Background: an optimization exercise with open tools, aiming at small area, a short achievable clock period and few clock cycles. Do not read the settings as production practice. At most, simulation tests tie the RTL to the original design; equivalence was not proved. Power and IR drop assume default switching activity.

## the previous run
// ambient_light_backlight_controller
module ambient_light_backlight_controller (
   input  logic       clock,
   input  logic       reset,
   input  logic        req_valid,
   output logic        req_ready,
   input  logic        req_kind,
   input  logic [15:0] req_lux_sample,
   input  logic        req_auto_mode,
   input  logic        req_slider_valid,
   input  logic [7:0]  req_slider_level,
   output logic        rsp_valid,
   input  logic        rsp_ready,
   output logic [9:0]  rsp_backlight_level,
   output logic        rsp_level_written,
   output logic [9:0]  rsp_target_level,
   output logic [15:0] rsp_filtered_lux,
   input  logic       csr_wr_en,
   input  logic [2:0] csr_index,
   input  logic [9:0] csr_wr_data
);
export LEC_CHECK = 0
export CAP_MARGIN = 20
export CORE_MARGIN = 2
export CORE_UTILIZATION = 40
export SLEW_MARGIN = 20
create_clock -name core_clock -period 10.0 [get_ports {clock}]
run.sh (not shown) runs the stock make flow with config.mk's settings and CLKGATE_MAP_FILE= SYNTH_SCRIPT=/design/flow/synth_recipe.tcl, a recipe that flattens the netlist after the stock synthesis.
The previous run: flow completed, timing, DRC and antenna clean
Testbench counts of the previous run, summed over its fixed seeds: cycles 3,920.
[inputs] the current run vs the previous run
--- a/flow/design.v
+++ b/flow/design.v
@@ -260,28 +260,26 @@
             3'd4: shift_ff      <= csr_wr_data[2:0];
             3'd5: min_ff        <= csr_wr_data;
             3'd6: max_ff        <= csr_wr_data;
             default: begin
             end
          endcase
       end
    end
-   logic [19:0] mul_p;
-   als_mul #(.WA(10), .WB(10)) u_mul (
-      .a (v2c ? span_abs_ff : max_ff),
-      .b (v2c ? {2'b00, sw2c} : midpoint_ff),
-      .p (mul_p)
+   logic [19:0] max_mid;
+   als_mul #(.WA(10), .WB(10)) u_max_mid (
+      .a (max_ff),
+      .b (midpoint_ff),
+      .p (max_mid)
    );
    logic signed [10:0] span;
    assign span = $signed({1'b0, max_ff}) - $signed({1'b0, min_ff});
    always_ff @(posedge clock) begin
-      if (!v2c) begin
-         kdiv_ff <= {1'b0, mul_p} + {11'd0, midpoint_ff} - 21'd1;
-      end
+      kdiv_ff     <= {1'b0, max_mid} + {11'd0, midpoint_ff} - 21'd1;
       span_ff     <= span;
       span_abs_ff <= span[10] ? 10'(-span) : span[9:0];
    end
    als_window u_window (
       .clock   (clock),
       .reset   (reset),
       .wr_en   (samp_fire),
       .clear   (tick_fire && mode_change),
@@ -414,22 +412,28 @@
    end
    als_div_steps #(.STEPS(3)) u_div_c (
       .r_in   (rem2c),
       .d      (den2c),
       .n_bits (xlo2c[4:2]),
       .r_out  (rem2c_out),
       .q_bits (q2c_bits)
    );
+   logic [17:0] slider_prod;
+   als_mul #(.WA(10), .WB(8)) u_slider_mul (
+      .a (span_abs_ff),
+      .b (sw2c),
+      .p (slider_prod)
+   );
    always_ff @(posedge clock) begin
       if (ld2d) begin
          am2d   <= am2c;
          mc2d   <= mc2c;
          cap2d  <= cap2c;
-         sprod2d <= mul_p[17:0];
+         sprod2d <= slider_prod;
          rem2d  <= rem2c_out;
          den2d  <= den2c;
          xlo2d  <= xlo2c[1:0];
          q2d    <= {q2c, q2c_bits};
       end
    end
    logic [10:0] slider_ab;
    logic [2:0]  slider_k;
The current run — met1 usage in global routing 0.42 points lower, the previous run as reference
Changes observed in the current run relative to the previous run: time the final worst path needs with I/O delays and setup saw a decrease; post-layout total power has increased; total clock buffers created by CTS shrank by 1.
Higher cell area goes to the current run over the previous run.
Testbench counts of the current run, summed over its fixed seeds: cycles 3,920.

Another version of the RTL of ambient_light_backlight_controller (not shown whole).
For scale: roughly 6400 cells after synthesis, ~84 I/O pins, ~52000 um^2 of cells after synthesis.
make LEC_CHECK=0 ABC_AREA=1 CAP_MARGIN=20 CORE_MARGIN=2 CORE_UTILIZATION=40 SETUP_SLACK_MARGIN=2.0 SLEW_MARGIN=20 finish   # period 10.0 ns
Rerun with:
--- a/flow/design.v
+++ b/flow/design.v
@@ -379,58 +379,58 @@
          am2    <= am1;
          mc2    <= mc1;
          cap2   <= cap1;
          sw2    <= sw1;
       end
    end
    logic [20:0] x2;
    logic [16:0] d2;
    logic [16:0] rem2_out;
-   logic [1:0]  q2_bits;
+   logic [0:0]  q2_bits;
    assign x2 = kdiv_ff + {5'd0, filt_ff[23:8]} + {20'd0, filt_ff[7]};
    assign d2 = {1'b0, filt_ff[23:8]} + {7'd0, midpoint_ff} + {16'd0, filt_ff[7]};
-   als_div_steps #(.STEPS(2), .RW(11)) u_div_a (
+   als_div_steps #(.STEPS(1), .RW(11)) u_div_a (
       .r_in   ({6'd0, x2[20:10]}),
       .d      (d2),
-      .n_bits (x2[9:8]),
+      .n_bits (x2[9]),
       .r_out  (rem2_out),
       .q_bits (q2_bits)
    );
    logic [16:0] u_rout [2];
    logic [2:0]  u_q [2];
    for (genvar g = 0; g < 2; g++) begin : g_unit
       als_div_steps #(.STEPS(3)) u_steps (
          .r_in   (urem[g]),
          .d      (uden[g]),
          .n_bits (uxq[g][9:7]),
          .r_out  (u_rout[g]),
          .q_bits (u_q[g])
       );
       always_ff @(posedge clock) begin
          if (u_take[g]) begin
-            urem[g]   <= {4'd0, rem2_out[12:0]};
+            urem[g]   <= {5'd0, rem2_out[11:0]};
             uden[g]   <= d2;
-            uxq[g]    <= {x2[7:0], q2_bits};
+            uxq[g]    <= {x2[8:0], q2_bits};
             uam[g]    <= am2;
             umc[g]    <= mc2;
             ucap[g]   <= cap2;
             usprod[g] <= mul_p[17:0];
          end else if (ub[g] && ucnt[g] != 2'd2) begin
             urem[g] <= u_rout[g];
             uxq[g]  <= {uxq[g][6:0], u_q[g]};
          end
       end
    end
    logic [9:0]  c_f;
    logic [16:0] den_f;
    logic [17:0] sprod_f;
    logic        am_f, mc_f, cap_f;
-   assign c_f     = {uxq[rp][7:0], u_q[rp][2:1]};
+   assign c_f     = {uxq[rp][6:0], u_q[rp]};
    assign den_f   = uden[rp];
    assign sprod_f = usprod[rp];
    assign am_f    = uam[rp];
    assign mc_f    = umc[rp];
    assign cap_f   = ucap[rp];
    logic [10:0] slider_ab;
    logic [2:0]  slider_k;
    logic [9:0]  smap_q;
    logic [9:0]  smap_f;
Effect: The new run produced a clean layout; worst setup slack loses 0.0095 ns; hold slack is better by 0.0037 ns; design area came out lower by about 0.9%; total power went up by about 1.5%; clock-buffer cell count is lower by 15; global-route usage goes up by 0.29 points; routed wire length went up by about 0.7%; synthesized area falls by 1.1%; fmax hardly moves.
Testbench counts after the change, summed over its fixed seeds: cycles 3,925.
The RTL of the first run of this note was laid out without a check of its function.

separate check: timing with driven ports:
How much do the figures lean on ideal ports? The routed layouts below were timed once more, with nothing changed but the port constraints.
Step 1 assumes that a clkbuf_16 drives the clock port and a buf_2 every other input.
Step 2 moves the port delays by t, midway between the first and last clock arrival at a register: inputs arrive t later, outputs are due t later. That takes back most of the time a late clock gives input paths.
a / b / c = ideal / step 1 / step 2; a / b = the first two.
| run | t, ns | slack for setup (ns) | worst setup path at the end | slew at the worst register clock pin (ns) |
|---|---|---|---|---|
| the previous run | 0.708 | 0.391 / 0.319 / 0.673 | register to register | 0.07 / 0.07 |
| the current run | 0.724 | 0.499 / 0.424 / 0.664 | register to register | 0.07 / 0.07 |
| the first run of note 2 | 0.726 | 2.137 / 2.064 / 2.340 | register to register | 0.08 / 0.08 |
| the second run of note 2 | 0.750 | 2.127 / 2.058 / 2.456 | register to register | 0.07 / 0.07 |
After both steps every run listed still meets setup and hold.
